What follows belongs to an exercise in optimizing a design on an open flow for small area, a short achievable clock period and few clock cycles per item; a production flow would make more cautious choices. Function was checked by simulation only, so behaviour that the tests miss may differ from the original.

==> flow/design.v, too long to show whole: its modules and the start of the top module <==
// module llf_mac: 952 lines
// module llf_seq: 102 lines
// module ladder_lowpass_filter_core: 198 lines
module ladder_lowpass_filter_core #(
  parameter int SAMPLE_BITS    = llf_pkg::SAMPLE_BITS_DEF,
  parameter int COEF_FRAC_BITS = llf_pkg::COEF_FRAC_BITS_DEF
) (
  input  logic                              clk_i,
  input  logic                              rst_ni,
  input  logic                              cfg_we_i,
  input  logic [llf_pkg::CFG_ADDR_W-1:0]    cfg_addr_i,
  input  logic [llf_pkg::CFG_DATA_W-1:0]    cfg_wdata_i,
  input  logic                              s_axis_tvalid,
  output logic                              s_axis_tready,
  input  logic [((SAMPLE_BITS+7)/8)*8-1:0]  s_axis_tdata,   
  output logic                              m_axis_tvalid,
  input  logic                              m_axis_tready,
  output logic [((SAMPLE_BITS+7)/8)*8-1:0]  m_axis_tdata    
);
  // ...
==> flow/run.sh <==
#!/bin/bash
# synth_recipe.tcl (not shown) runs the flow's synth.tcl, then flattens the netlist and writes it again
# the make line also repeats each setting of config.mk as NAME=value (left out here)
make -C /OpenROAD-flow-scripts/flow DESIGN_CONFIG=/design/flow/config.mk WORK_HOME=/design/flow/orfs CLKGATE_MAP_FILE= SYNTH_SCRIPT=/design/flow/synth_recipe.tcl finish
==> flow/config.mk <==
export PLATFORM = sky130hd
export DESIGN_NAME = ladder_lowpass_filter_core
export DESIGN_NICKNAME = ladder_lowpass_filter_core
export VERILOG_FILES = /design/flow/design.v
export SDC_FILE = /design/flow/constraint.sdc
export NUM_CORES = 4
export LEC_CHECK = 0
export ABC_CLOCK_PERIOD_IN_PS = 5000
export CAP_MARGIN = 20
export CORE_MARGIN = 2
export CORE_UTILIZATION = 40
export SLEW_MARGIN = 20
==> flow/constraint.sdc <==
create_clock -name core_clock -period 16.0 [get_ports {clk_i}]
set_input_delay 3.2000 -clock core_clock [delete_from_list [all_inputs] [get_ports {clk_i}]]
set_output_delay 3.2000 -clock core_clock [all_outputs]
set_load 0.01 [all_outputs]
==> summary.md, run 1 <==
| Metric | Value |
|---|---|
| Post-route DRC | `0` |
| Nonclk buf count | `204` |
| Met3 usage | `5.69%` |
| Via Count | `about 38000` |
| Total CTS buffers | `73` |
| # Taps | `1612` |
| Crit-path cells | `inv_1 > buf_4 > o21ai_1 > a21oi_1 > a22oi_2 > buf_4 > nor2_1 > o21ai_0 > o21ai_0 > xnor2_1 > fa_1 > inv_1 > fa_1 > fa_1 > fa_1 > fa_1 > fa_1` |
| WL met1 | `slightly below 70000 microns` |
| Vias in the first global route | `roughly 38000` |
| Initial core utilization | `40.3%` |
| Cells after DPL | `6301` |
| WHS Path Cells | `1` |
| Post-DR wirelength/cell | `24.6 microns` |
| Hold Crit Class | `flip-flop to flip-flop` |
| Cell count along the critical path | `17` |
| Htree depth | `3` |
| Drt first-iter violations | `3888` |
| Multi-input gate area | `slightly below 0.03 sq mm` |
| Share of the synthesized area in the top cell type | `17.1%` |
| Grt total ovfl | `0` |
| DR WL met3 | `14800 microns` |
| Hold Slack | `503 ps` |
| Crit path DAT | `7590 ps` |
| Largest registers | `pc_q: 57 flops, ps_q: 57 flops` |
| Most used cell, CP | `fa_1` |
| GRT Max-Usage Layer | `met2` |
| Core area | `0.120 sq mm` |
| CTS Sinks | `602` |
| NonClk Buf Share | `3.27%` |
| Post-synthesis xor/xnor area fraction | `9.06%` |
| Bufs and invs on worst path | `4` |
| Finished Layout Cells | `6436` |
| CP max stage delay | `around 950 ps` |
| Crit start category | `flip-flop` |
| IO buf count | `82` |
| Status | `complete, no violations` |
Testbench counts, summed over its fixed seeds: cycles 26,272, items 1,536.
==> inputs of run 2 (changes only) <==
--- a/flow/config.mk
+++ b/flow/config.mk
@@ -7,3 +7,2 @@
 export LEC_CHECK = 0
-export ABC_CLOCK_PERIOD_IN_PS = 5000
 export CAP_MARGIN = 20
==> summary.md, run 2 <==
| Metric | Value |
|---|---|
| Cells after DPL | `6301 (unchanged)` |
| Post-route DRC | `0 (unchanged)` |
| FILL cells | `11400` |
| Crit path kind | `flip-flop to flip-flop` |
| Initial core utilization | `40.3% (unchanged)` |
| Commonest non-fill, non-tap cell in the layout | `inv_1` |
| Post-Route WL | `158000 microns` |
| Die Y | `352 microns` |
| Finished Layout Cells | `6436 (unchanged)` |
| IO buf count | `82 (unchanged)` |
| Async S/R FF share, synth | `45.8%` |
| Total CTS buffers | `73 (unchanged)` |
| Share of layout cells above drive strength 1 | `12.6%` |
| TNS Setup | `0 ps` |
| Clock buffer depth | `3` |
| Syn-to-layout area delta | `11.2%` |
| Crit path DAT | `7590 ps (about the same)` |
| Post-DR wirelength/cell | `24.6 microns (unchanged)` |
| Final GP Congestion | `0.906` |
| Final-stage net count | `5387` |
| Fin. Hold Viols | `0` |
| Storage element area | `0.0156 sq mm` |
| Ant diodes | `0` |
| Post-Synthesis Cells | `4837` |
| Worst Setup End Kind | `flip-flop` |
| Synth area leader | `fa_1` |
| WHS Path Cells | `1 (unchanged)` |
| Clock transition at path regs | `60 ps` |
| CP required | `16540 ps` |
| Vias in the first global route | `37900 (unchanged)` |
| Initial antenna violation count | `2` |
| Hold Crit Class | `flip-flop to flip-flop` |
| Post-Synth Simple-Gate Area | `6.22%` |
| Drt first pass iters | `8` |
| Post-synthesis compound-gate area fraction | `between 15 and 20%` |
| Global-route wire length before repair | `241000 microns` |
| Max-slew violation count | `0` |
| Hold Startpoint | `s2_q[30]$_DFFE_PN0P_` |
| Sequential area share after synthesis | `roughly a third` |
| Die area | `0.124 sq mm` |
| Largest net degree at the start of global routing | `77` |
| Postcts setup bufs | `0` |
| CTS Hold Bufs | `0` |
| RSZ-0062 raised after global routing | `false` |
| Fmax | `142 MHz` |
| Die W | `around 350 microns` |
| Vias per std cell | `5.84` |
| Synthesized flop and latch total | `602` |
| Via Count | `37600 (unchanged)` |
| Max-slew headroom | `29.6%` |
| Status | `complete, no violations` |
| Largest family of logic cells by synthesized area | `adder cells` |
| EDFF count, synth | `212` |
| Clk root buf | `clkbuf_16` |
| Mapped Nets | `5459` |
| Mux cell area share after synthesis | `under 10%` |
| Skew final | `roughly 37 ps` |
| Core area | `0.120 sq mm (unchanged)` |
| Worst Reg2Reg Path Length in Cells | `17` |
| Mapped cell area | `0.0483 sq mm` |
| RR Startpoint | `u_seq.ctl1_q[7]$_DFF_PN1_` |
| Yosys cell types | `83` |
| Top_reg_cell synth | `dfrtp_1` |
| Max cap viols | `0` |
| Post-synthesis xor/xnor area fraction | `9.06% (unchanged)` |
| Htree depth | `3 (unchanged)` |
| Actual slew at the worst max-slew pin | `1040 ps` |
| Share of the synthesized area in the top cell type | `17.1% (unchanged)` |
| Largest registers | `pc_q: 57 flops, ps_q: 57 flops` |
| Most frequent cell after synthesis | `inv_1` |
| # resized after CTS | `0` |
| Area contributors post-synth | `fa_1, dfrtp_1, edfxtp_1` |
| Row Count | `127` |
| Dpl hpwl | `111000 microns` |
| Grt total ovfl | `0 (unchanged)` |
| Crit start category | `flip-flop` |
| Gr usage total | `25.9%` |
| Crit share post-route | `44.1%` |
| Avg Synthesized Cell Area | `~10 sq um` |
| Synth Area in Adders | `21.0%` |
| Max FO, Critical Path | `30` |
| Multi-input gate area | `0.0296 sq mm (unchanged)` |
| CTS Sinks | `602 (unchanged)` |
| TritonCTS clock tree | `done` |
| Commonest cells in the netlist | `inv_1, fa_1, o22ai_1, clkbuf_1, xnor2_1` |
| Final setup violation count | `0` |
| Crit path from | `u_seq.ctl1_q[7]$_DFF_PN1_` |
| DRT antenna net count | `0` |
| Top Ports | `83` |
| Synthesis Warnings | `2` |
| Clk Latency, worst-skew pair | `680 ps` |
| Drt first-iter violations | `3888 (unchanged)` |
| Most frequent cells in the layout | `inv_1, fa_1, o22ai_1` |
| Tmin final | `around 7100 ps` |
-- run 2: worst max-delay path: stages, from the launching register on --
cell	delay [ps]
dfstp_2	950
inv_1	80
buf_4	250
o21ai_1	710
a21oi_1	360
a22oi_2	320
buf_4	420
nor2_1	70
o21ai_0	160
o21ai_0	150
xnor2_1	200
fa_1	580
inv_1	70
fa_1	530
fa_1	520
fa_1	520
fa_1	520
fa_1	470
-- run 2: final timing paths --
check                                      endpoint  slack, ps
setup / recovery                   ps_q[24]$_DFF_P_       8950
hold / removal                 s2_q[30]$_DFFE_PN0P_        500
setup reg to reg                   ps_q[24]$_DFF_P_       8950
hold reg to reg                s2_q[30]$_DFFE_PN0P_        500
max in group asynchronous      s1_q[31]$_DFFE_PN0P_      11280
min in group asynchronous  u_seq.head_q$_DFFE_PN0P_       2480
-- run 2: cell type report --
cell class,instances,share of cell area (%)
clock inverter,32,0.773
tap,1612,3.75
clock buffer,102,3.89
sequential,602,29.0
multi-input combinational,3269,55.0
timing repair buffer,204,3.27
inverter,615,4.30
-- run 2: kinds of logic after synthesis --
group / after synthesis
xor gates and xnor gates: 499
AOI/OAI and AO/OA: 1246
and+or+nand+nor: 670
buffers and inverters: 966
adders and majority gates: 565
muxes: 289
DFF: 602
-- run 2: layer usage --
metal	wire length, microns	global-route usage (%)
met1	67600	35.8
met2	69500	39.3
met3	14800	5.69
met4	6350	10.2
met5	0	0
-- run 2: metrics by stage --
step / instance area (sq um) / setup WS (ps) / util, % / hold WS, ps
6_report: 53700 / 8950 / 44.8 / 503
5_1_grt: 53700 / 8610 / 44.8 / 516
4_1_cts: 53700 / 8910 / 44.8 / 505
3_5_place_dp: 51200 / 8990 / 42.7 / 491
3_3_place_gp: 51200 / 9070 / 42.7 / 484
2_1_floorplan: 48300 / 9550 / - / 475
==> inputs of run 3 (changes only) <==
--- a/flow/config.mk
+++ b/flow/config.mk
@@ -7,2 +7,3 @@
 export LEC_CHECK = 0
+export ABC_CLOCK_PERIOD_IN_PS = 3000
 export CAP_MARGIN = 20
==> summary.md, run 3 <==
| Metric | Value |
|---|---|
| Share of layout cells above drive strength 1 | `12.6% (unchanged)` |
| Post-Synthesis Cells | `4837 (unchanged)` |
| Final GP Congestion | `0.906 (unchanged)` |
| Placed Area | `0.0512 sq mm (unchanged)` |
| Async S/R FF share, synth | `45.8% (unchanged)` |
| Crit-path cells | `inv_1 > buf_4 > o21ai_1 > a21oi_1 > a22oi_2 > buf_4 > nor2_1 > o21ai_0 > o21ai_0 > xnor2_1 > fa_1 > inv_1 > fa_1 > fa_1 > fa_1 > fa_1 > fa_1` |
| Yosys cell types | `83 (unchanged)` |
| Post-route DRC | `0 (unchanged)` |
| Die Y | `352 microns (unchanged)` |
| Status | `complete, no violations` |
| Grt total ovfl | `0 (unchanged)` |
| Crit path kind | `flip-flop to flip-flop` |
| CP delay by family, top | `adder cells` |
| DRT antenna net count | `0 (unchanged)` |
| Slowest cell on crit path | `dfstp_2` |
| TNS Setup | `0 ps (unchanged)` |
| Tmin final | `7050 ps (unchanged)` |
| Fin. Hold Viols | `0 (unchanged)` |
| Commonest non-fill, non-tap cell in the layout | `inv_1` |
| EDFF count, synth | `212 (unchanged)` |
| CTS Hold Bufs | `0 (unchanged)` |
| Global-route wire length before repair | `241000 microns (unchanged)` |
| Area contributors post-synth | `fa_1, dfrtp_1, edfxtp_1` |
| Worst Setup End Kind | `flip-flop` |
| Worst slack, placed | `8990 ps (unchanged)` |
| Avg Synthesized Cell Area | `9.99 sq um (unchanged)` |
| Drt first pass iters | `8 (unchanged)` |
| Clock transition at path regs | `60 ps (about the same)` |
| Total CTS buffers | `73 (unchanged)` |
| Commonest cells in the netlist | `inv_1, fa_1, o22ai_1, clkbuf_1, xnor2_1` |
| Post-Route WL | `158000 microns (unchanged)` |
| Via Count | `37600 (unchanged)` |
| Top Ports | `83 (unchanged)` |
| CTS Sinks | `602 (unchanged)` |
| Final-stage net count | `5387 (unchanged)` |
| Vias in the first global route | `37900 (unchanged)` |
| Max cap viols | `0 (unchanged)` |
| Synth area leader | `fa_1` |
| Cells after DPL | `6301 (unchanged)` |
| Crit start category | `flip-flop` |
| Post-DR wirelength/cell | `24.6 microns (unchanged)` |
| Top_reg_cell synth | `dfrtp_1` |
| Clock buffer depth | `3 (unchanged)` |
| Largest registers | `pc_q: 57 flops, ps_q: 57 flops` |
| Fmax | `142 MHz (unchanged)` |
| Gr usage total | `25.9% (unchanged)` |
| Initial core utilization | `40.3% (unchanged)` |
| Crit share post-route | `44.1% (unchanged)` |
| Dpl hpwl | `111000 microns (unchanged)` |
| Mapped cell area | `0.0483 sq mm (unchanged)` |
| Drt first-iter violations | `3888 (unchanged)` |
| TritonCTS clock tree | `done` |
| Largest net degree at the start of global routing | `77 (unchanged)` |
| Clk root buf | `clkbuf_16` |
| CP required | `16540 ps (about the same)` |
| Skew final | `36.7 ps (unchanged)` |
| Finished Layout Cells | `6436 (unchanged)` |
| Mapped Nets | `5459 (unchanged)` |
| # resized after CTS | `0 (unchanged)` |
| Synthesized flop and latch total | `602 (unchanged)` |
| Die area | `0.124 sq mm (unchanged)` |
| CP max stage delay | `950 ps (about the same)` |
| Design Area, Final | `0.0537 sq mm (unchanged)` |
| Die W | `352 microns (unchanged)` |
| Postcts setup bufs | `0 (unchanged)` |
| Share of the synthesized area in the top cell type | `17.1% (unchanged)` |
| Htree depth | `3 (unchanged)` |
| Clk Latency, worst-skew pair | `680 ps (about the same)` |
| Setup ws final | `8950 ps (unchanged)` |
| Final setup violation count | `0 (unchanged)` |
| Syn-to-layout area delta | `11.2% (unchanged)` |
| Row Count | `127 (unchanged)` |
| Initial antenna violation count | `2 (unchanged)` |
| Final core utilization | `44.8% (unchanged)` |
| Max-slew violation count | `0 (unchanged)` |
| RSZ-0062 raised after global routing | `false` |
| Most frequent cell after synthesis | `inv_1` |
| Crit path DAT | `7590 ps (about the same)` |
| Vias per std cell | `5.84 (unchanged)` |
| Most used cell, CP | `fa_1` |
| Synthesis Warnings | `2 (unchanged)` |
| Core area | `0.120 sq mm (unchanged)` |
| Sequential area share after synthesis | `32.2% (unchanged)` |
| Ant diodes | `0 (unchanged)` |
| Most frequent cells in the layout | `inv_1, fa_1, o22ai_1` |
| IO buf count | `82 (unchanged)` |
| Hold Crit Class | `flip-flop to flip-flop` |
| Max-slew headroom | `29.6% (unchanged)` |
| Max FO, Critical Path | `30 (unchanged)` |
| Actual slew at the worst max-slew pin | `1040 ps (unchanged)` |
| Bufs and invs on worst path | `4 (unchanged)` |
run 3: cell type report:
type	count	area (sq um)
repair buffers	204	1750
fillers	11400	66100
multi-input cells	3269	29600
well taps	1612	2020
clock inverters	32	415
clock buffers	102	2090
inverters	615	2310
flip-flops and latches	602	15600
run 3: worst paths after layout:
| path | start | end | slack (ps) | cells after the start |
|---|---|---|---|---|
| worst min register to register | s2_q[30]$_DFFE_PN0P_ | s2_q[30]$_DFFE_PN0P_ | 500 | 1 |
| worst max-delay path | u_seq.ctl1_q[7]$_DFF_PN1_ | ps_q[24]$_DFF_P_ | 8950 | 17 |
| min in group asynchronous | rst_ni | u_seq.head_q$_DFFE_PN0P_ | 2480 | 1 |
| max in group asynchronous | rst_ni | s1_q[31]$_DFFE_PN0P_ | 11280 | 3 |
| worst min-delay path | s2_q[30]$_DFFE_PN0P_ | s2_q[30]$_DFFE_PN0P_ | 500 | 1 |
| worst max register to register | u_seq.ctl1_q[7]$_DFF_PN1_ | ps_q[24]$_DFF_P_ | 8950 | 17 |
run 3: worst reg2reg max path, delay by kind of cell, from the launching register on:
| kind | cells | cell delay [ps] |
|---|---|---|
| simple gates | 1 | 100 |
| buf+inv | 4 | 830 |
| fa+ha+maj | 6 | 3150 |
| compound gates | 5 | 1720 |
| xor+xnor | 1 | 200 |
| flops | 1 | 950 |
run 3: cells by family after synthesis:
family | count (synthesis) | share of synthesized area, %
AO/OA/AOI/OAI | 1246 | 16.5
XOR/XNOR | 499 | 9.06
adder cells (fa/ha/maj) | 565 | 21.0
buffers and inverters | 966 | 7.67
flip-flops | 602 | 32.2
multiplexers | 289 | 7.30
AND/OR/NAND/NOR | 670 | 6.22
run 3: per-stage QoR:
| stage | hold slack [ps] |
|---|---|
| after floorplan | 475 |
| after global placement | 484 |
| after detailed placement | 491 |
| after CTS | 505 |
| after global routing | 516 |
| final | 503 |
run 3: routing by layer:
metal	share of wire, %	track usage (%)	vias up	wire length [microns]
met2	44	39.3	1837	69500
met4	4.0	10.2	0	6350
met3	9.3	5.69	384	14800
met5	0	0	-	0
li1	-	-	16500	-
met1	43	35.8	18800	67600
==> inputs of run 4 (changes only) <==
--- a/flow/config.mk
+++ b/flow/config.mk
@@ -7,3 +7,3 @@
 export LEC_CHECK = 0
-export ABC_CLOCK_PERIOD_IN_PS = 3000
+export ABC_AREA = 1
 export CAP_MARGIN = 20
==> summary.md, run 4 <==
| Metric | Value |
|---|---|
| Htree depth | `3 (unchanged)` |
| Clock transition at path regs | `60 ps (about the same)` |
| Largest registers | `pc_q: 57 flops, ps_q: 57 flops` |
| Core area | `0.122 sq mm (+1.7%)` |
| Synthesis Warnings | `2 (unchanged)` |
| Crit share post-route | `44.6% (+0.51 points)` |
| Mux cell area share after synthesis | `0.0738% (-7.2 points)` |
| Most frequent cells in the layout | `nand2_1, inv_1, xor2_1` |
| Initial core utilization | `40.4% (+0.044 points)` |
| Mapped cell area | `0.0492 sq mm (+1.8%)` |
| Drt first pass iters | `8 (unchanged)` |
| TritonCTS clock tree | `done` |
| Syn-to-layout area delta | `9.76%` |
| EDFF count, synth | `212 (unchanged)` |
| Most frequent cell after synthesis | `nand2_1` |
| Synth area leader | `fa_1` |
| Largest net degree at the start of global routing | `77 (unchanged)` |
| Gr usage total | `28.6% (+2.8 points)` |
| Status | `complete, no violations` |
| DRT antenna net count | `0 (unchanged)` |
| Synth Area in Adders | `20.7% (-0.38 points)` |
| Post-synthesis compound-gate area fraction | `13.5% (-3.0 points)` |
| Commonest cells in the netlist | `nand2_1, inv_1, xor2_1, fa_1, o21ai_0` |
| Dpl hpwl | `131000 microns (+18%)` |
| Post-route DRC | `0 (unchanged)` |
| Top Ports | `83 (unchanged)` |
| Die Y | `355 microns (+0.90%)` |
| Postcts setup bufs | `0 (unchanged)` |
| Vias per std cell | `5.61 (-3.9%)` |
| Final GP Congestion | `1.02 (+12%)` |
| Final-stage net count | `6467 (+20%)` |
| CTS Sinks | `602 (unchanged)` |
| Row Count | `128 (+0.79%)` |
| Synthesized flop and latch total | `602 (unchanged)` |
| Grt total ovfl | `0 (unchanged)` |
| Clock buffer depth | `3 (unchanged)` |
| Largest family of logic cells by synthesized area | `adder cells` |
| TNS Setup | `0 ps (unchanged)` |
| Global-route wire length before repair | `270000 microns (+12%)` |
| Avg Synthesized Cell Area | `8.35 sq um (-16%)` |
| Via Count | `42200 (+12%)` |
| Max-slew violation count | `0 (unchanged)` |
| RSZ-0062 raised after global routing | `false` |
| Mapped Nets | `6512 (+19%)` |
| Initial antenna violation count | `1 (-1)` |
| Yosys cell types | `67 (-19%)` |
| Share of layout cells above drive strength 1 | `6.51% (-6.1 points)` |
| Vias in the first global route | `41600 (+9.7%)` |
| Async S/R FF share, synth | `45.8% (unchanged)` |
| Hold Crit Class | `flip-flop to flip-flop` |
| Hold Slack | `477 ps (-26.3 ps)` |
| Top_reg_cell synth | `dfrtp_1` |
| Post-Route WL | `181000 microns (+14%)` |
| Fin. Hold Viols | `0 (unchanged)` |
| Max cap viols | `0 (unchanged)` |
| Clk Latency, worst-skew pair | `700 ps (+20 ps)` |
| Sequential area share after synthesis | `31.6% (-0.58 points)` |
| Crit path kind | `flip-flop to flip-flop` |
| # resized after CTS | `0 (unchanged)` |
| Area contributors post-synth | `fa_1, dfrtp_1, edfxtp_1` |
| Max FO, Critical Path | `22 (-27%)` |
| Tmin final | `7130 ps (+82.1 ps)` |
| Post-synthesis xor/xnor area fraction | `8.37% (-0.70 points)` |
| Drt first-iter violations | `4893 (+26%)` |
| Max-slew headroom | `21.3% (-8.3 points)` |
| Post-Synthesis Cells | `5890 (+22%)` |
| Worst Setup End Kind | `flip-flop` |
| Total CTS buffers | `72 (-1.4%)` |
| Post-DR wirelength/cell | `24.0 microns (-2.3%)` |
| Final setup violation count | `0 (unchanged)` |
| Share of the synthesized area in the top cell type | `16.8% (-0.31 points)` |
| Post-Synth Simple-Gate Area | `15.8% (+9.5 points)` |
| Die W | `355 microns (+0.90%)` |
| Skew final | `44.0 ps (+7.21 ps)` |
| IO buf count | `82 (unchanged)` |
| CTS Hold Bufs | `0 (unchanged)` |
| CP required | `16560 ps (+20 ps)` |
| Crit start category | `flip-flop` |
| Actual slew at the worst max-slew pin | `1180 ps (+137 ps)` |
| Clk root buf | `clkbuf_16` |
| Die area | `0.126 sq mm (+1.8%)` |
| Commonest non-fill, non-tap cell in the layout | `nand2_1` |
| Crit path DAT | `7700 ps (+110 ps)` |
| Fmax | `140 MHz (-1.2%)` |
[run 4: routing by layer]
layer | vias to the layer above | global-route usage, % | share of wire, %
li1 | 18800 | - | -
met1 | 20600 | 39.5 | 42
met2 | 2344 | 43.3 | 43
met3 | 448 | 6.14 | 10
met4 | 2 | 12.5 | 4.6
met5 | - | 0 | 0.0072
[run 4: path summary, 6_finish.rpt]
kind / from / end / slack (ps) / cells after the start
max: u_seq.ctl1_q[7]$_DFF_PN1_ / ps_q[28]$_DFF_P_ / 8870 / 18
min: s3_q[10]$_DFFE_PN0P_ / s3_q[10]$_DFFE_PN0P_ / 480 / 2
max reg2reg: u_seq.ctl1_q[7]$_DFF_PN1_ / ps_q[28]$_DFF_P_ / 8870 / 18
min reg2reg: s3_q[10]$_DFFE_PN0P_ / s3_q[10]$_DFFE_PN0P_ / 480 / 2
max in group asynchronous: rst_ni / s2_q[0]$_DFFE_PN0P_ / 11170 / 3
min in group asynchronous: rst_ni / output_norm_q[13]$_DFFE_PN0P_ / 2470 / 1
[run 4: critical path, cell delays in order (launching register included)]
cell	delay, ps
dfstp_2	520
nor2_1	250
inv_1	80
nand2_2	360
inv_1	210
buf_4	270
a21oi_2	390
o2111ai_1	230
o21a_1	320
inv_1	750
o22ai_1	250
xor2_1	210
fa_1	550
inv_1	60
fa_1	500
fa_1	520
fa_1	520
fa_1	520
fa_1	500
[run 4: kinds of logic after synthesis]
kind of cell	Yosys count
simple gates	1920
buf+inv	1227
compound gates	1107
flops	602
fa+ha+maj	565
xor+xnor	466
mux	3
[run 4: stage by stage]
step	setup slack, ps	instance area [sq um]	utilization, %	std cells
6_report	8870	54000	44.3	7524
5_1_grt	8660	54000	44.3	7523
4_1_cts	9030	54000	44.3	7523
3_5_place_dp	9040	51700	42.4	7396
3_3_place_gp	9110	51700	42.4	7396
2_1_floorplan	10500	49200	-	5890
[run 4: cell type report]
cell class,count,area [sq um]
Inverter,917,3450
Timing Repair Buffer,191,1640
Clock buffer,102,2070
Fill cell,12000,67900
Multi-Input combinational cell,4061,29000
Clock inverter,25,236
Sequential cell,602,15600
Tap cell,1625,2030
Antenna cell,1,2.50
==> inputs of run 5 (changes only) <==
--- a/flow/config.mk
+++ b/flow/config.mk
@@ -7,6 +7,5 @@
 export LEC_CHECK = 0
-export ABC_AREA = 1
-export CAP_MARGIN = 20
+export CAP_MARGIN = 60
 export CORE_MARGIN = 2
 export CORE_UTILIZATION = 40
-export SLEW_MARGIN = 20
+export SLEW_MARGIN = 60
==> summary.md, run 5 <==
| Metric | Value |
|---|---|
| Die area | `0.124 sq mm (-1.8%)` |
| Actual slew at the worst max-slew pin | `603 ps (-573 ps)` |
| Worst Reg2Reg Path Length in Cells | `20 (+2)` |
| Commonest non-fill, non-tap cell in the layout | `inv_1` |
| Crit share post-route | `41.7% (-2.9 points)` |
| IO buf count | `82 (unchanged)` |
| Synth area leader | `fa_1` |
| Via Count | `37800 (-10%)` |
| Multi-input gate area | `0.0300 sq mm (+3.3%)` |
| Die W | `352 microns (-0.90%)` |
| Top Ports | `83 (unchanged)` |
| Final setup violation count | `0 (unchanged)` |
| DRT antenna net count | `0 (unchanged)` |
| Hold path endpoint | `s2_q[1]$_DFFE_PN0P_` |
| Fmax | `150 MHz (+6.8%)` |
| Crit path kind | `flip-flop to flip-flop` |
| Hold Startpoint | `s2_q[1]$_DFFE_PN0P_` |
| Max-slew violation count | `0 (unchanged)` |
| Fin. Hold Viols | `0 (unchanged)` |
| Finished Layout Cells | `6457 (-14%)` |
| Largest net degree at the start of global routing | `77 (unchanged)` |
| Final-stage net count | `5407 (-16%)` |
| TNS Setup | `0 ps (unchanged)` |
| Ant diodes | `0 (-1)` |
| Initial antenna violation count | `1 (unchanged)` |
| Status | `complete, no violations` |
| Area contributors post-synth | `fa_1, dfrtp_1, edfxtp_1` |
| Postcts setup bufs | `0 (unchanged)` |
| Drt first-iter violations | `4392 (-10%)` |
| Grt total ovfl | `0 (unchanged)` |
| Vias in the first global route | `38100 (-8.4%)` |
| R2r setup slk | `9320 ps (+460 ps)` |
| Post-Synthesis Cells | `4837 (-18%)` |
| Avg Synthesized Cell Area | `9.99 sq um (+20%)` |
| Clock transition at path regs | `60 ps (about the same)` |
| Die Y | `352 microns (-0.90%)` |
| Gr usage total | `25.9% (-2.7 points)` |
| Commonest cells in the netlist | `inv_1, fa_1, o22ai_1, clkbuf_1, xnor2_1` |
| Mapped cell area | `0.0483 sq mm (-1.8%)` |
| Share of layout cells above drive strength 1 | `13.9% (+7.4 points)` |
| Reg2reg end | `p_q[5]$_DFFE_PP_` |
| Post-DR wirelength/cell | `24.6 microns (+2.6%)` |
| Initial core utilization | `40.3% (-0.044 points)` |
| Most frequent cells in the layout | `inv_1, fa_1, o22ai_1` |
| Final GP Congestion | `0.906 (-11%)` |
| Yosys cell types | `83 (+24%)` |
| RSZ-0062 raised after global routing | `false` |
| Crit start category | `flip-flop` |
| Cells after DPL | `6318 (-15%)` |
| Drt first pass iters | `6 (-2)` |
| # resized after CTS | `0 (unchanged)` |
| Async S/R FF share, synth | `45.8% (unchanged)` |
| Synthesized flop and latch total | `602 (unchanged)` |
| Mapped Nets | `5459 (-16%)` |
| Clock buffer depth | `3 (unchanged)` |
| Clk Latency, worst-skew pair | `670 ps (-30 ps)` |
| RR Startpoint | `ps_q[21]$_DFF_P_` |
| EDFF count, synth | `212 (unchanged)` |
| CP required | `16380 ps (-180 ps)` |
| Max cap viols | `0 (unchanged)` |
| WHS Path Cells | `1 (-1)` |
| Row Count | `127 (-0.78%)` |
| Global-route wire length before repair | `242000 microns (-10%)` |
| Total CTS buffers | `74 (+2.8%)` |
| Hold Crit Class | `flip-flop to flip-flop` |
| CTS Hold Bufs | `0 (unchanged)` |
| FILL cells | `11400 (-5.4%)` |
| CTS Sinks | `602 (unchanged)` |
| Share of the synthesized area in the top cell type | `17.1% (+0.31 points)` |
| Largest registers | `pc_q: 57 flops, ps_q: 57 flops` |
| Post-route DRC | `0 (unchanged)` |
| Clk root buf | `clkbuf_16` |
| Syn-to-layout area delta | `12.6%` |
| Worst Setup End Kind | `flip-flop` |
| Most frequent cell after synthesis | `inv_1` |
| Tmin final | `6680 ps (-457 ps)` |
| Skew final | `31.3 ps (-12.7 ps)` |
| Max-slew headroom | `59.4% (+38 points)` |
| Crit path from | `ps_q[21]$_DFF_P_` |
| Dpl hpwl | `112000 microns (-14%)` |
| Vias per std cell | `5.85 (+4.4%)` |
| TritonCTS clock tree | `done` |
| Core area | `0.120 sq mm (-1.7%)` |
| Post-Route WL | `159000 microns (-12%)` |
| Max FO, Critical Path | `44 (+100%)` |
| Synthesis Warnings | `2 (unchanged)` |
| Storage element area | `0.0156 sq mm (about the same)` |
| Top_reg_cell synth | `dfrtp_1` |
| Crit path DAT | `7060 ps (-640 ps)` |
| Sequential area share after synthesis | `32.2% (+0.58 points)` |
| Htree depth | `3 (unchanged)` |
-- run 5: changes by cell type after synthesis, moves of 69 or more --
cell | previous run | this run
xor2_1 | 444 | 206
xnor2_1 | 19 | 292
a22oi_1 | 4 | 111
clkbuf_1 | 121 | 308
buf_2 | 147 | 16
nand3_1 | 127 | 55
inv_1 | 886 | 609
mux2_2 | 1 | 195
nand2_1 | 1419 | 209
o22ai_1 | 302 | 371
o21ai_0 | 354 | 139
a21oi_1 | 165 | 289
-- run 5: routing by layer --
layer / global-route usage (%) / wire, microns
met5: 0 / 0
met4: 9.77 / 6220
met3: 5.35 / 14600
met2: 39.5 / 70100
met1: 36.3 / 68300
-- run 5: worst max-delay path, stage by stage, from the launching register on --
cell	delay [ps]
dfxtp_1	300
ha_1	320
nand4_1	470
nor4_1	500
o31ai_1	150
buf_4	210
nand3_1	220
fa_1	300
a21oi_1	110
o22a_1	250
o21a_1	370
a2111oi_4	490
nor2_2	100
o41ai_4	430
a31o_1	200
buf_4	400
nand2b_1	230
o221a_2	320
buf_4	280
nor2_1	520
a22oi_1	180
-- run 5: kinds of logic (layout without fill, tap and decap cells) --
logic type,after synthesis,in the layout,share of synthesized area [%]
compound gates,1246,1246,16.5
buf+inv,966,974,7.67
simple gates,670,670,6.22
flops,602,602,32.2
fa+ha+maj,565,565,21.0
xor+xnor,499,499,9.06
mux,289,289,7.30
-- run 5: per-stage QoR --
stage / hold slack, ps / util (%) / setup WS [ps] / instance area, sq um
6_report: 503 / 45.4 / 9320 / 54400
3_3_place_gp: 484 / 42.7 / 9070 / 51200
4_1_cts: 504 / 45.2 / 9440 / 54200
5_1_grt: 515 / 45.4 / 9080 / 54400
2_1_floorplan: 475 / - / 9550 / 48300
3_5_place_dp: 491 / 43.2 / 9470 / 51800
-- run 5: how the worst max path moves through the flow --
stage | cells after the start | slack [ps] | end
final | 20 | 9320 | p_q[5]$_DFFE_PP_
after global routing | 20 | 9080 | p_q[5]$_DFFE_PP_
after CTS | 20 | 9440 | p_q[0]$_DFFE_PP_
after detailed placement | 20 | 9470 | p_q[0]$_DFFE_PP_
after global placement | 15 | 9070 | ps_q[34]$_DFF_P_
after floorplan | 16 | 9550 | ps_q[33]$_DFF_P_
-- run 5: cell type report --
type,instances,area share (%)
Sequential cell,602,28.6
Multi-Input combinational cell,3269,55.1
Clock inverter,23,0.548
Inverter,615,4.25
Tap cell,1612,3.71
Timing Repair Buffer,223,3.86
Clock buffer,113,3.88
==> module llf_seq, before the edit <==
module llf_seq (
  input  logic                      clk_i,
  input  logic                      rst_ni,
  input  logic                      in_valid_i,   
  input  logic                      out_full_i,   
  output logic                      in_ready_o,   
  output logic                      out_load_o,   
  output llf_pkg::llf_ctl1_t        ctl1_o,       
  output llf_pkg::llf_ctl2_t        ctl2_o        
);
  logic [SLOT_W-1:0] slot_q, slot_d;
  logic              tail_q, tail_d;    
  logic              head_q, head_d;    
  logic              rdy_q;
  logic              b4_q;
  logic              stall;
  logic              take;
  llf_pkg::llf_ctl1_t ctl1_q;
  llf_pkg::llf_ctl1_t ctl1_d;
  llf_pkg::llf_ctl2_t ctl2_q;
  llf_pkg::llf_ctl2_t ctl2_d;
  assign stall      = b4_q && tail_q && out_full_i;
  assign out_load_o = b4_q && tail_q && !out_full_i;
  assign in_ready_o = rdy_q;
  assign take       = rdy_q && in_valid_i;
  always_comb begin
    slot_d = slot_q;
    tail_d = tail_q;
    head_d = head_q;
    if (slot_q == SL_P1) begin
      head_d = take;
      if (take || tail_q) slot_d = slot_q + SLOT_W'(1);
    end else if (slot_q == SL_LAST) begin
      slot_d = head_q ? SL_Y : SL_P1;
      tail_d = head_q;
      head_d = 1'b0;
    end else if (!stall) begin
      slot_d = slot_q + SLOT_W'(1);
    end
  end
  always_comb begin
    begin ctl1_d.vsel = V_N; ctl1_d.csel = C_B; ctl1_d.sub = 1'b0; ctl1_d.tsel = TA_0; end
    case (slot_d)
      SL_Y:  begin ctl1_d.vsel = V_P; ctl1_d.csel = C_NORM; ctl1_d.sub = 1'b0; ctl1_d.tsel = TA_0; end
      SL_K:  begin ctl1_d.vsel = V_Y; ctl1_d.csel = C_K; ctl1_d.sub = 1'b1; ctl1_d.tsel = TA_X; end
      SL_A4: begin ctl1_d.vsel = V_Y; ctl1_d.csel = C_A; ctl1_d.sub = 1'b1; ctl1_d.tsel = TA_0; end
      SL_B1: begin ctl1_d.vsel = V_N; ctl1_d.csel = C_B; ctl1_d.sub = 1'b0; ctl1_d.tsel = TA_0; end
      SL_B2: begin ctl1_d.vsel = V_N; ctl1_d.csel = C_B; ctl1_d.sub = 1'b0; ctl1_d.tsel = TA_0; end
      SL_A1: begin ctl1_d.vsel = V_N; ctl1_d.csel = C_A; ctl1_d.sub = 1'b1; ctl1_d.tsel = TA_BU; end
      SL_A2: begin ctl1_d.vsel = V_N; ctl1_d.csel = C_A; ctl1_d.sub = 1'b1; ctl1_d.tsel = TA_BU; end
      SL_B3: begin ctl1_d.vsel = V_N; ctl1_d.csel = C_B; ctl1_d.sub = 1'b0; ctl1_d.tsel = TA_0; end
      SL_P1: begin ctl1_d.vsel = V_S1; ctl1_d.csel = C_B; ctl1_d.sub = 1'b0; ctl1_d.tsel = TA_0; end
      SL_A3: begin ctl1_d.vsel = V_N; ctl1_d.csel = C_A; ctl1_d.sub = 1'b1; ctl1_d.tsel = TA_BU; end
      SL_P2: begin ctl1_d.vsel = V_P; ctl1_d.csel = C_B; ctl1_d.sub = 1'b0; ctl1_d.tsel = TA_0; end
      SL_B4: begin ctl1_d.vsel = V_N; ctl1_d.csel = C_B; ctl1_d.sub = 1'b0; ctl1_d.tsel = TA_0; end
      SL_T:  begin ctl1_d.vsel = V_X; ctl1_d.csel = C_G4; ctl1_d.sub = 1'b0; ctl1_d.tsel = TA_0; end
      SL_P3: begin ctl1_d.vsel = V_P; ctl1_d.csel = C_B; ctl1_d.sub = 1'b0; ctl1_d.tsel = TA_S4; end
      default: ;
    endcase
  end
  always_comb begin
    ctl2_d = '0;
    case (slot_q)
      SL_Y:  ctl2_d.wy = 1'b1;
      SL_K:  ctl2_d.wnp = 1'b1;
      SL_A4: ctl2_d.wq = 1'b1;
      SL_B1: begin ctl2_d.wbu = 1'b1; ctl2_d.wnl = 1'b1; ctl2_d.lsel = LA_S1; end
      SL_B2: begin ctl2_d.wbu = 1'b1; ctl2_d.wnl = 1'b1; ctl2_d.lsel = LA_S2; end
      SL_A1: ctl2_d.ws1 = tail_q;
      SL_A2: ctl2_d.ws2 = tail_q;
      SL_B3: begin ctl2_d.wbu = 1'b1; ctl2_d.wnl = 1'b1; ctl2_d.lsel = LA_S3; end
      SL_P1: begin ctl2_d.wpl = 1'b1; ctl2_d.lsel = LA_S2; end
      SL_A3: ctl2_d.ws3 = tail_q;
      SL_P2: begin ctl2_d.wpl = 1'b1; ctl2_d.lsel = LA_S3; end
      SL_B4: begin ctl2_d.ws4 = tail_q; ctl2_d.lsel = LA_Q; end
      SL_T:  ctl2_d.wq = 1'b1;
      SL_P3: begin ctl2_d.wpt = 1'b1; ctl2_d.lsel = LA_Q; end
      default: ;
    endcase
  end
  always_ff @(posedge clk_i or negedge rst_ni) begin
    if (!rst_ni) begin
      slot_q <= SL_P1;
      tail_q <= 1'b0;
      head_q <= 1'b0;
      rdy_q  <= 1'b1;
      b4_q   <= 1'b0;
      begin ctl1_q.vsel <= V_S1; ctl1_q.csel <= C_B; ctl1_q.sub <= 1'b0; ctl1_q.tsel <= TA_0; end
      ctl2_q <= '0;
    end else begin
      slot_q <= slot_d;
      tail_q <= tail_d;
      head_q <= head_d;
      rdy_q  <= (slot_d == SL_P1);
      b4_q   <= (slot_d == SL_B4);
      ctl1_q <= ctl1_d;
      ctl2_q <= ctl2_d;
    end
  end
  assign ctl1_o = ctl1_q;
  assign ctl2_o = ctl2_q;
endmodule
==> module ladder_lowpass_filter_core, before the edit <==
module ladder_lowpass_filter_core #(
  parameter int SAMPLE_BITS    = llf_pkg::SAMPLE_BITS_DEF,
  parameter int COEF_FRAC_BITS = llf_pkg::COEF_FRAC_BITS_DEF
) (
  input  logic                              clk_i,
  input  logic                              rst_ni,
  input  logic                              cfg_we_i,
  input  logic [llf_pkg::CFG_ADDR_W-1:0]    cfg_addr_i,
  input  logic [llf_pkg::CFG_DATA_W-1:0]    cfg_wdata_i,
  input  logic                              s_axis_tvalid,
  output logic                              s_axis_tready,
  input  logic [((SAMPLE_BITS+7)/8)*8-1:0]  s_axis_tdata,   
  output logic                              m_axis_tvalid,
  input  logic                              m_axis_tready,
  output logic [((SAMPLE_BITS+7)/8)*8-1:0]  m_axis_tdata    
);
  localparam int TDATA_W = ((SAMPLE_BITS + 7) / 8) * 8;
  localparam logic signed [ACC_W-1:0] SMAX = 32'sh7FFFFFFF >>> (ACC_W - SAMPLE_BITS);
  localparam logic signed [ACC_W-1:0] SMIN = ~SMAX;
  logic [STAGE_GAIN_W-1:0]  stage_gain_q;
  logic [POLE_COEF_W-1:0]   pole_coef_q;
  logic [GAIN_FOURTH_W-1:0] gain_fourth_q;
  logic [RESONANCE_W-1:0]   resonance_q;
  logic [OUTPUT_NORM_W-1:0] output_norm_q;
  logic signed [31:0]            s1_q, s2_q, s3_q, s4_q;
  logic signed [31:0]            p_q, y_q, n_q;
  logic signed [33:0]            bu_q, q_q;
  logic signed [SAMPLE_BITS-1:0] x_q;
  logic [57:0]                   ps_q, pc_q;
  logic [57:0]                   ps_d, pc_d;
  logic                          out_valid_q;
  logic [SAMPLE_BITS-1:0]        out_data_q;
  logic signed [31:0]            y_clamp;
  llf_pkg::llf_ctl1_t            ctl1;
  llf_pkg::llf_ctl2_t            ctl2;
  logic                          in_ready;
  logic                          in_acc;
  logic                          out_load;
  logic signed [31:0]            val;
  logic signed [25:0]            coef;
  logic signed [33:0]            tadd;
  logic signed [33:0]            ladd;
  assign in_acc = s_axis_tvalid && in_ready;
  always_ff @(posedge clk_i or negedge rst_ni) begin
    if (!rst_ni) begin
      stage_gain_q  <= '0;
      pole_coef_q   <= POLE_COEF_RST;
      gain_fourth_q <= '0;
      resonance_q   <= '0;
      output_norm_q <= OUTPUT_NORM_RST;
    end else if (cfg_we_i) begin
      case (cfg_addr_i)
        REG_STAGE_GAIN:  stage_gain_q  <= cfg_wdata_i[STAGE_GAIN_W-1:0];
        REG_POLE_COEF:   pole_coef_q   <= cfg_wdata_i[POLE_COEF_W-1:0];
        REG_GAIN_FOURTH: gain_fourth_q <= cfg_wdata_i[GAIN_FOURTH_W-1:0];
        REG_RESONANCE:   resonance_q   <= cfg_wdata_i[RESONANCE_W-1:0];
        REG_OUTPUT_NORM: output_norm_q <= cfg_wdata_i[OUTPUT_NORM_W-1:0];
        default: ;
      endcase
    end
  end
  llf_seq u_seq (
    .clk_i      (clk_i),
    .rst_ni     (rst_ni),
    .in_valid_i (s_axis_tvalid),
    .out_full_i (out_valid_q),
    .in_ready_o (in_ready),
    .out_load_o (out_load),
    .ctl1_o     (ctl1),
    .ctl2_o     (ctl2)
  );
  always_comb begin
    case (ctl1.vsel)
      V_P:     val = p_q;
      V_Y:     val = y_q;
      V_S1:    val = s1_q;
      V_X:     val = 32'(x_q);
      default: val = n_q;
    endcase
    case (ctl1.csel)
      C_A:     coef = 26'(signed'(pole_coef_q));
      C_G4:    coef = 26'(signed'({1'b0, gain_fourth_q}));
      C_K:     coef = 26'(signed'({1'b0, resonance_q}));
      C_NORM:  coef = 26'(signed'({1'b0, output_norm_q}));
      default: coef = 26'(signed'({1'b0, stage_gain_q}));
    endcase
    case (ctl1.tsel)
      TA_X:    tadd = 34'(x_q);
      TA_BU:   tadd = bu_q;
      TA_S4:   tadd = 34'(s4_q);
      default: tadd = '0;
    endcase
  end
  llf_mac u_mac (
    .val_i  (val),
    .coef_i (coef),
    .sub_i  (ctl1.sub),
    .add_i  (tadd),
    .s_o    (ps_d),
    .c_o    (pc_d)
  );
  always_ff @(posedge clk_i) begin
    ps_q <= ps_d;
    pc_q <= pc_d;
  end
  logic               lo_c;
  logic [22:0]        lo_sum;
  logic [35:0]        hs, hc, la36, cs_s, cs_c;
  logic [36:0]        plain_x, late_x;
  logic signed [35:0] plain, late;
  logic signed [31:0] plain_sat, late_sat, t_val;
  logic signed [33:0] q_m1;
  assign lo_sum = {1'b0, ps_q[21:0]} + {1'b0, pc_q[21:0]};
  assign lo_c   = lo_sum[22];
  assign hs     = ps_q[57:22];
  assign hc     = pc_q[57:22];
  always_comb begin
    case (ctl2.lsel)
      LA_S1:   ladd = 34'(s1_q);
      LA_S2:   ladd = 34'(s2_q);
      LA_S3:   ladd = 34'(s3_q);
      default: ladd = q_q;
    endcase
  end
  assign la36 = 36'(ladd);
  assign cs_s = hs ^ hc ^ la36;
  assign cs_c = {(hs[34:0] & hc[34:0]) | (hs[34:0] & la36[34:0]) | (hc[34:0] & la36[34:0]), 1'b0};
  assign plain_x = {hs, lo_c} + {hc, lo_c};
  assign late_x  = {cs_s, lo_c} + {cs_c, lo_c};
  assign plain   = plain_x[36:1];
  assign late    = late_x[36:1];
  function automatic [31:0] sat32(input [35:0] v);
    if (v[35:31] == 5'b00000 || v[35:31] == 5'b11111) sat32 = v[31:0];
    else if (v[35]) sat32 = 32'h80000000;
    else sat32 = 32'h7FFFFFFF;
  endfunction
  assign plain_sat = sat32(plain);
  assign late_sat  = sat32(late);
  assign q_m1 = q_q - 34'sd1;
  always_comb begin
    if (plain[35:31] == 5'b00000 || plain[35:31] == 5'b11111) begin
      t_val = late_sat;
    end else if (!plain[35]) begin
      t_val = q_q[33] ? {1'b0, q_m1[30:0]} : 32'sh7FFFFFFF;
    end else begin
      t_val = (q_q[33] || q_q == '0) ? 32'sh80000000 : {1'b1, q_q[30:0]};
    end
  end
  always_ff @(posedge clk_i) begin
    if (in_acc) x_q <= s_axis_tdata[SAMPLE_BITS-1:0];
    if (ctl2.wy) y_q <= plain_sat;
    if (ctl2.wnp) n_q <= plain_sat;
    else if (ctl2.wnl) n_q <= late_sat;
    if (ctl2.wbu) bu_q <= plain[33:0];
    if (ctl2.wq) q_q <= plain[33:0];
    if (ctl2.wpl) p_q <= late_sat;
    else if (ctl2.wpt) p_q <= t_val;
  end
  always_ff @(posedge clk_i or negedge rst_ni) begin
    if (!rst_ni) begin
      s1_q <= '0;
      s2_q <= '0;
      s3_q <= '0;
      s4_q <= '0;
    end else begin
      if (ctl2.ws1) s1_q <= plain_sat;
      if (ctl2.ws2) s2_q <= plain_sat;
      if (ctl2.ws3) s3_q <= plain_sat;
      if (ctl2.ws4) s4_q <= late_sat;
    end
  end
  always_comb begin
    if (y_q > SMAX) begin
      y_clamp = SMAX;
    end else if (y_q < SMIN) begin
      y_clamp = SMIN;
    end else begin
      y_clamp = y_q;
    end
  end
  always_ff @(posedge clk_i or negedge rst_ni) begin
    if (!rst_ni) begin
      out_valid_q <= 1'b0;
    end else if (out_load) begin
      out_valid_q <= 1'b1;
    end else if (m_axis_tready) begin
      out_valid_q <= 1'b0;
    end
  end
  always_ff @(posedge clk_i) begin
    if (out_load) begin
      out_data_q <= y_clamp[SAMPLE_BITS-1:0];
    end
  end
  assign s_axis_tready = in_ready;
  assign m_axis_tvalid = out_valid_q;
  assign m_axis_tdata  = TDATA_W'(out_data_q);
endmodule
==> inputs of run 6 (changes only) <==
--- a/flow/design.v
+++ b/flow/design.v
@@ -35,5 +35,7 @@
   localparam logic [SLOT_W-1:0] SL_LAST = 5'd16;
-  localparam logic [2:0] V_P = 3'd0, V_Y = 3'd1, V_N = 3'd2, V_S1 = 3'd3, V_X = 3'd4;
+  localparam logic [2:0] V_FP = 3'd0, V_FL = 3'd1, V_FT = 3'd2, V_Y = 3'd3,
+                         V_N  = 3'd4, V_S1 = 3'd5, V_X  = 3'd6, V_P = 3'd7;
   localparam logic [2:0] C_B = 3'd0, C_A = 3'd1, C_G4 = 3'd2, C_K = 3'd3, C_NORM = 3'd4;
-  localparam logic [1:0] TA_0 = 2'd0, TA_X = 2'd1, TA_BU = 2'd2, TA_S4 = 2'd3;
+  localparam logic [2:0] TA_0 = 3'd0, TA_X = 3'd1, TA_BU = 3'd2, TA_FP = 3'd3, TA_FL = 3'd4,
+                         TA_S4 = 3'd5;
   localparam logic [1:0] LA_S1 = 2'd0, LA_S2 = 2'd1, LA_S3 = 2'd2, LA_Q = 2'd3;
@@ -43,3 +45,3 @@
     logic       sub;
-    logic [1:0] tsel;
+    logic [2:0] tsel;
   } llf_ctl1_t;
@@ -1017,2 +1019,3 @@
   input  logic                      in_valid_i,   
+  input  logic                      cfg_we_i,     
   input  logic                      out_full_i,   
@@ -1023,3 +1026,3 @@
 );
-  logic [SLOT_W-1:0] slot_q, slot_d;
+  logic [SLOT_W-1:0] slot_q, slot_d, nom_d;
   logic              tail_q, tail_d;    
@@ -1030,3 +1033,2 @@
   logic              take;
-  llf_pkg::llf_ctl1_t ctl1_q;
   llf_pkg::llf_ctl1_t ctl1_d;
@@ -1054,18 +1056,24 @@
   always_comb begin
+    nom_d = slot_q + SLOT_W'(1);
+    if (slot_q == SL_P1 && !tail_q) nom_d = SL_P1;
+    else if (slot_q == SL_LAST) nom_d = head_q ? SL_Y : SL_P1;
+    else if (stall) nom_d = slot_q;
+  end
+  always_comb begin
     begin ctl1_d.vsel = V_N; ctl1_d.csel = C_B; ctl1_d.sub = 1'b0; ctl1_d.tsel = TA_0; end
-    case (slot_d)
-      SL_Y:  begin ctl1_d.vsel = V_P; ctl1_d.csel = C_NORM; ctl1_d.sub = 1'b0; ctl1_d.tsel = TA_0; end
-      SL_K:  begin ctl1_d.vsel = V_Y; ctl1_d.csel = C_K; ctl1_d.sub = 1'b1; ctl1_d.tsel = TA_X; end
+    case (nom_d)
+      SL_Y:  begin ctl1_d.vsel = V_FT; ctl1_d.csel = C_NORM; ctl1_d.sub = 1'b0; ctl1_d.tsel = TA_0; end
+      SL_K:  begin ctl1_d.vsel = V_FP; ctl1_d.csel = C_K; ctl1_d.sub = 1'b1; ctl1_d.tsel = TA_X; end
       SL_A4: begin ctl1_d.vsel = V_Y; ctl1_d.csel = C_A; ctl1_d.sub = 1'b1; ctl1_d.tsel = TA_0; end
-      SL_B1: begin ctl1_d.vsel = V_N; ctl1_d.csel = C_B; ctl1_d.sub = 1'b0; ctl1_d.tsel = TA_0; end
-      SL_B2: begin ctl1_d.vsel = V_N; ctl1_d.csel = C_B; ctl1_d.sub = 1'b0; ctl1_d.tsel = TA_0; end
+      SL_B1: begin ctl1_d.vsel = V_FP; ctl1_d.csel = C_B; ctl1_d.sub = 1'b0; ctl1_d.tsel = TA_0; end
+      SL_B2: begin ctl1_d.vsel = V_FL; ctl1_d.csel = C_B; ctl1_d.sub = 1'b0; ctl1_d.tsel = TA_0; end
       SL_A1: begin ctl1_d.vsel = V_N; ctl1_d.csel = C_A; ctl1_d.sub = 1'b1; ctl1_d.tsel = TA_BU; end
-      SL_A2: begin ctl1_d.vsel = V_N; ctl1_d.csel = C_A; ctl1_d.sub = 1'b1; ctl1_d.tsel = TA_BU; end
+      SL_A2: begin ctl1_d.vsel = V_FL; ctl1_d.csel = C_A; ctl1_d.sub = 1'b1; ctl1_d.tsel = TA_FP; end
       SL_B3: begin ctl1_d.vsel = V_N; ctl1_d.csel = C_B; ctl1_d.sub = 1'b0; ctl1_d.tsel = TA_0; end
       SL_P1: begin ctl1_d.vsel = V_S1; ctl1_d.csel = C_B; ctl1_d.sub = 1'b0; ctl1_d.tsel = TA_0; end
-      SL_A3: begin ctl1_d.vsel = V_N; ctl1_d.csel = C_A; ctl1_d.sub = 1'b1; ctl1_d.tsel = TA_BU; end
-      SL_P2: begin ctl1_d.vsel = V_P; ctl1_d.csel = C_B; ctl1_d.sub = 1'b0; ctl1_d.tsel = TA_0; end
+      SL_A3: begin ctl1_d.vsel = V_FL; ctl1_d.csel = C_A; ctl1_d.sub = 1'b1; ctl1_d.tsel = TA_FP; end
+      SL_P2: begin ctl1_d.vsel = V_FL; ctl1_d.csel = C_B; ctl1_d.sub = 1'b0; ctl1_d.tsel = TA_0; end
       SL_B4: begin ctl1_d.vsel = V_N; ctl1_d.csel = C_B; ctl1_d.sub = 1'b0; ctl1_d.tsel = TA_0; end
       SL_T:  begin ctl1_d.vsel = V_X; ctl1_d.csel = C_G4; ctl1_d.sub = 1'b0; ctl1_d.tsel = TA_0; end
-      SL_P3: begin ctl1_d.vsel = V_P; ctl1_d.csel = C_B; ctl1_d.sub = 1'b0; ctl1_d.tsel = TA_S4; end
+      SL_P3: begin ctl1_d.vsel = V_P; ctl1_d.csel = C_B; ctl1_d.sub = 1'b0; ctl1_d.tsel = tail_q ? TA_FL : TA_S4; end
       default: ;
@@ -1098,5 +1106,4 @@
       head_q <= 1'b0;
-      rdy_q  <= 1'b1;
+      rdy_q  <= 1'b0;
       b4_q   <= 1'b0;
-      begin ctl1_q.vsel <= V_S1; ctl1_q.csel <= C_B; ctl1_q.sub <= 1'b0; ctl1_q.tsel <= TA_0; end
       ctl2_q <= '0;
@@ -1106,5 +1113,4 @@
       head_q <= head_d;
-      rdy_q  <= (slot_d == SL_P1);
+      rdy_q  <= (slot_d == SL_P1) && !cfg_we_i;
       b4_q   <= (slot_d == SL_B4);
-      ctl1_q <= ctl1_d;
       ctl2_q <= ctl2_d;
@@ -1112,3 +1118,3 @@
   end
-  assign ctl1_o = ctl1_q;
+  assign ctl1_o = ctl1_d;
   assign ctl2_o = ctl2_q;
@@ -1158,2 +1164,6 @@
   logic signed [33:0]            ladd;
+  logic signed [31:0]            val_q;
+  logic signed [25:0]            coef_q;
+  logic                          sub_q;
+  logic signed [33:0]            tadd_q;
   assign in_acc = s_axis_tvalid && in_ready;
@@ -1181,2 +1191,3 @@
     .in_valid_i (s_axis_tvalid),
+    .cfg_we_i   (cfg_we_i),
     .out_full_i (out_valid_q),
@@ -1187,29 +1198,7 @@
   );
-  always_comb begin
-    case (ctl1.vsel)
-      V_P:     val = p_q;
-      V_Y:     val = y_q;
-      V_S1:    val = s1_q;
-      V_X:     val = 32'(x_q);
-      default: val = n_q;
-    endcase
-    case (ctl1.csel)
-      C_A:     coef = 26'(signed'(pole_coef_q));
-      C_G4:    coef = 26'(signed'({1'b0, gain_fourth_q}));
-      C_K:     coef = 26'(signed'({1'b0, resonance_q}));
-      C_NORM:  coef = 26'(signed'({1'b0, output_norm_q}));
-      default: coef = 26'(signed'({1'b0, stage_gain_q}));
-    endcase
-    case (ctl1.tsel)
-      TA_X:    tadd = 34'(x_q);
-      TA_BU:   tadd = bu_q;
-      TA_S4:   tadd = 34'(s4_q);
-      default: tadd = '0;
-    endcase
-  end
   llf_mac u_mac (
-    .val_i  (val),
-    .coef_i (coef),
-    .sub_i  (ctl1.sub),
-    .add_i  (tadd),
+    .val_i  (val_q),
+    .coef_i (coef_q),
+    .sub_i  (sub_q),
+    .add_i  (tadd_q),
     .s_o    (ps_d),
@@ -1264,2 +1253,35 @@
   end
+  always_comb begin
+    case (ctl1.vsel)
+      V_FP:    val = plain_sat;
+      V_FL:    val = late_sat;
+      V_FT:    val = t_val;
+      V_Y:     val = y_q;
+      V_S1:    val = s1_q;
+      V_X:     val = 32'(x_q);
+      V_P:     val = p_q;
+      default: val = n_q;
+    endcase
+    case (ctl1.csel)
+      C_A:     coef = 26'(signed'(pole_coef_q));
+      C_G4:    coef = 26'(signed'({1'b0, gain_fourth_q}));
+      C_K:     coef = 26'(signed'({1'b0, resonance_q}));
+      C_NORM:  coef = 26'(signed'({1'b0, output_norm_q}));
+      default: coef = 26'(signed'({1'b0, stage_gain_q}));
+    endcase
+    case (ctl1.tsel)
+      TA_X:    tadd = 34'(x_q);
+      TA_BU:   tadd = bu_q;
+      TA_FP:   tadd = plain[33:0];
+      TA_FL:   tadd = 34'(late_sat);
+      TA_S4:   tadd = 34'(s4_q);
+      default: tadd = '0;
+    endcase
+  end
+  always_ff @(posedge clk_i) begin
+    val_q  <= val;
+    coef_q <= coef;
+    sub_q  <= ctl1.sub;
+    tadd_q <= tadd;
+  end
   always_ff @(posedge clk_i) begin
--- a/flow/config.mk
+++ b/flow/config.mk
@@ -7,5 +7,6 @@
 export LEC_CHECK = 0
-export CAP_MARGIN = 60
+export ABC_AREA = 1
+export CAP_MARGIN = 20
 export CORE_MARGIN = 2
 export CORE_UTILIZATION = 40
-export SLEW_MARGIN = 60
+export SLEW_MARGIN = 20
==> summary.md, run 6 <==
| Metric | Value |
|---|---|
| Post-Route WL | `196000 microns (+23%)` |
| Commonest non-fill, non-tap cell in the layout | `nand2_1` |
| Most frequent cell after synthesis | `nand2_1` |
| Post-DR wirelength/cell | `25.0 microns (+1.3%)` |
| DRT antenna net count | `0 (unchanged)` |
| Vias per std cell | `5.70 (-2.7%)` |
| Fmax | `155 MHz (+3.4%)` |
| Avg Synthesized Cell Area | `8.46 sq um (-15%)` |
| Synthesized flop and latch total | `687 (+14%)` |
| CP required | `16400 ps (+20 ps)` |
| Synthesis Warnings | `2 (unchanged)` |
| Max FO, Critical Path | `49 (+11%)` |
| Largest net degree at the start of global routing | `89 (+16%)` |
| Area contributors post-synth | `fa_1, dfrtp_1, edfxtp_1` |
| Mapped cell area | `0.0517 sq mm (+7.1%)` |
| Crit path DAT | `6860 ps (-200 ps)` |
| Final-stage net count | `6666 (+23%)` |
| Row Count | `131 (+3.1%)` |
| Syn-to-layout area delta | `10.6%` |
| Clk Latency, worst-skew pair | `730 ps (+60 ps)` |
| Fin. Hold Viols | `0 (unchanged)` |
| CTS Sinks | `687 (+14%)` |
| Share of layout cells above drive strength 1 | `6.52% (-7.4 points)` |
| EDFF count, synth | `212 (unchanged)` |
| Vias in the first global route | `43400 (+14%)` |
| Crit share post-route | `40.4% (-1.4 points)` |
| Most frequent cells in the layout | `nand2_1, inv_1, o21ai_0` |
| FILL cells | `12700 (+12%)` |
| Async S/R FF share, synth | `39.0% (-6.8 points)` |
| Die Y | `364 microns (+3.4%)` |
| Met3 usage | `5.64% (+0.29 points)` |
| Yosys cell types | `67 (-19%)` |
| Skew final | `63.0 ps (+31.7 ps)` |
| TNS Setup | `0 ps (unchanged)` |
| Storage element area | `0.0172 sq mm (+11%)` |
| Largest registers | `pc_q: 57 flops, ps_q: 57 flops` |
| # resized after CTS | `0 (unchanged)` |
| CTS Hold Bufs | `0 (unchanged)` |
| GR Layer Usage met2 | `45.1% (+5.6 points)` |
| Clk root buf | `clkbuf_16` |
| Placed Area | `0.0544 sq mm (+5.0%)` |
| Die area | `0.132 sq mm (+7.0%)` |
| Clock transition at path regs | `60 ps (about the same)` |
| Die W | `364 microns (+3.4%)` |
| Max-slew headroom | `24.0% (-35 points)` |
| Worst Setup End Kind | `flip-flop` |
| Hold Crit Class | `flip-flop to flip-flop` |
| Drt first pass iters | `6 (unchanged)` |
| Share of the synthesized area in the top cell type | `15.9% (-1.1 points)` |
| Gr usage total | `29.5% (+3.5 points)` |
| Top Ports | `83 (unchanged)` |
| Mapped Nets | `6729 (+23%)` |
| Via Count | `44700 (+18%)` |
| Drt first-iter violations | `5165 (+18%)` |
| Core area | `0.128 sq mm (+6.8%)` |
| Max cap viols | `0 (unchanged)` |
| Multi-input gate area | `0.0298 sq mm (-0.39%)` |
| Hold Slack | `444 ps (-59.6 ps)` |
| Post-route DRC | `0 (unchanged)` |
| WHS Path Cells | `2 (+1)` |
| Final setup violation count | `0 (unchanged)` |
| Total CTS buffers | `81 (+9.5%)` |
| Top_reg_cell synth | `dfrtp_1` |
| Crit start category | `flip-flop` |
| Sequential area share after synthesis | `33.3% (+1.1 points)` |
| Post-Synthesis Cells | `6112 (+26%)` |
| Max-slew violation count | `0 (unchanged)` |
| Initial antenna violation count | `5 (+4)` |
| Tmin final | `6460 ps (-219 ps)` |
| Global-route wire length before repair | `289000 microns (+19%)` |
| Synth area leader | `fa_1` |
| Postcts setup bufs | `0 (unchanged)` |
| Design Area, Final | `0.0572 sq mm (+5.2%)` |
| IO buf count | `82 (unchanged)` |
| Crit path kind | `flip-flop to flip-flop` |
| Status | `complete, no violations` |
| R2r setup slk | `9540 ps (+220 ps)` |
| Worst Reg2Reg Path Length in Cells | `25 (+25%)` |
| GR Layer Usage met1 | `41.1% (+4.8 points)` |
| Initial core utilization | `40.4% (+0.089 points)` |
| Dpl hpwl | `139000 microns (+23%)` |
| Grt total ovfl | `0 (unchanged)` |
| Commonest cells in the netlist | `nand2_1, inv_1, o21ai_0, xor2_1, fa_1` |
| Final GP Congestion | `0.967 (+6.7%)` |
| RSZ-0062 raised after global routing | `false` |
| Clock buffer depth | `3 (unchanged)` |
| Htree depth | `3 (unchanged)` |
| Actual slew at the worst max-slew pin | `1140 ps (+536 ps)` |
| GRT Max-Usage Layer | `met2` |
| TritonCTS clock tree | `done` |
## run 6: cell count changes after synthesis, moves of 192 or more
| cell | previous run | this run |
|---|---|---|
| inv_1 | 609 | 851 |
| nand3_1 | 55 | 280 |
| nand2_1 | 209 | 1129 |
| o21ai_0 | 139 | 471 |
| xnor2_1 | 292 | 95 |
| mux2_2 | 195 | 3 |
| xor2_1 | 206 | 426 |
## run 6: kinds of logic after synthesis
| logic type | count (synthesis) | synth area share [%] |
|---|---|---|
| muxes | 5 | 0.104 |
| xor gates and xnor gates | 523 | 8.88 |
| and+or+nand+nor | 1864 | 15.2 |
| DFF | 687 | 33.3 |
| buffers and inverters | 1261 | 9.42 |
| AOI/OAI and AO/OA | 1212 | 13.6 |
| adders and majority gates | 560 | 19.5 |
## run 6: worst max-delay path: stages, from the launching register on
cell      delay [ps]
dfrtp_1          360
buf_4            230
nor2_2           510
buf_4            380
nand2_1           80
nand3_1          150
o21ai_0          180
fa_1             520
inv_1             50
ha_1             360
nand2_1          180
nor2_2           240
nand2_1           90
clkinv_1          80
nand4_1          140
nand3_1          280
nand2_1          140
nand2_1          110
nand2_1           50
nand2_1          240
nand4_1          210
nand3_2          470
buf_4            600
nand2_1          260
nand2_1          100
o21ai_0           80
## run 6: per-layer routing
layer,vias up,routed length (microns)
met5,-,0
met3,449,19300
met2,2442,86600
met1,22000,81700
li1,19800,-
met4,0,8330
## run 6: through the flow
step                      worst slack, ps  utilization, %  instances
after floorplan                     10590               -       6112
after global placement               9750            42.5       7692
after detailed placement             9680            42.5       7693
after CTS                            9650            44.6       7844
after global routing                 9230            44.7       7846
final                                9540            44.7       7847
## run 6: final timing paths
| check | start | to |
|---|---|---|
| worst max-delay path | u_seq.ctl2_q[12]$_DFF_PN0_ | n_q[13]$_DFFE_PP_ |
| worst min-delay path | n_q[26]$_DFFE_PP_ | val_q[26]$_DFF_P_ |
| worst max register to register | u_seq.ctl2_q[12]$_DFF_PN0_ | n_q[13]$_DFFE_PP_ |
| worst min register to register | n_q[26]$_DFFE_PP_ | val_q[26]$_DFF_P_ |
| max in group asynchronous | rst_ni | s4_q[10]$_DFFE_PN0P_ |
| min in group asynchronous | rst_ni | pole_coef_q[15]$_DFFE_PN0P_ |
## run 6: cell type report
type / instances / area share, %
multi-input combinational: 4164 / 52.2
inverter: 917 / 6.03
tap: 1729 / 3.78
clock buffer: 118 / 3.97
timing repair buffer: 198 / 3.07
sequential: 687 / 30.1
antenna: 1 / 0.00437
clock inverter: 33 / 0.873
Testbench counts of run 6, summed over its fixed seeds: cycles 26,304, items 1,536.

## static timing again, ports no longer ideal
The results above use ideal ports. As a check the final layouts listed here were re-extracted and re-timed, cells and wires unchanged.
Step 1 assumes that a clkbuf_16 drives the clock port and a buf_2 every other input.
Step 2 moves the port delays by t, midway between the first and last clock arrival at a register: inputs arrive t later, outputs are due t later. That takes back most of the time a late clock gives input paths.
Three values: no drivers, after step 1, after step 2; two values: the first two.
run	t (ns)	slack for setup (ns)	hold WS [ns]	worst slew at a driven data input, ns	pins driven straight from the clock port
run 1	0.737	8.947 / 8.947 / 8.947	0.503 / 0.503 / 0.503	0.06	1
run 2	0.737	8.947 / 8.947 / 8.947	0.503 / 0.503 / 0.503	0.06	1
run 3	0.737	8.947 / 8.947 / 8.947	0.503 / 0.503 / 0.503	0.06	1
run 4	0.750	8.865 / 8.865 / 8.865	0.477 / 0.477 / 0.477	0.06	1
run 5	0.730	9.322 / 9.322 / 9.322	0.503 / 0.503 / 0.503	0.06	1
run 6	0.772	9.541 / 9.541 / 9.541	0.444 / 0.444 / 0.444	0.08	1
After both steps every run listed still meets setup and hold.
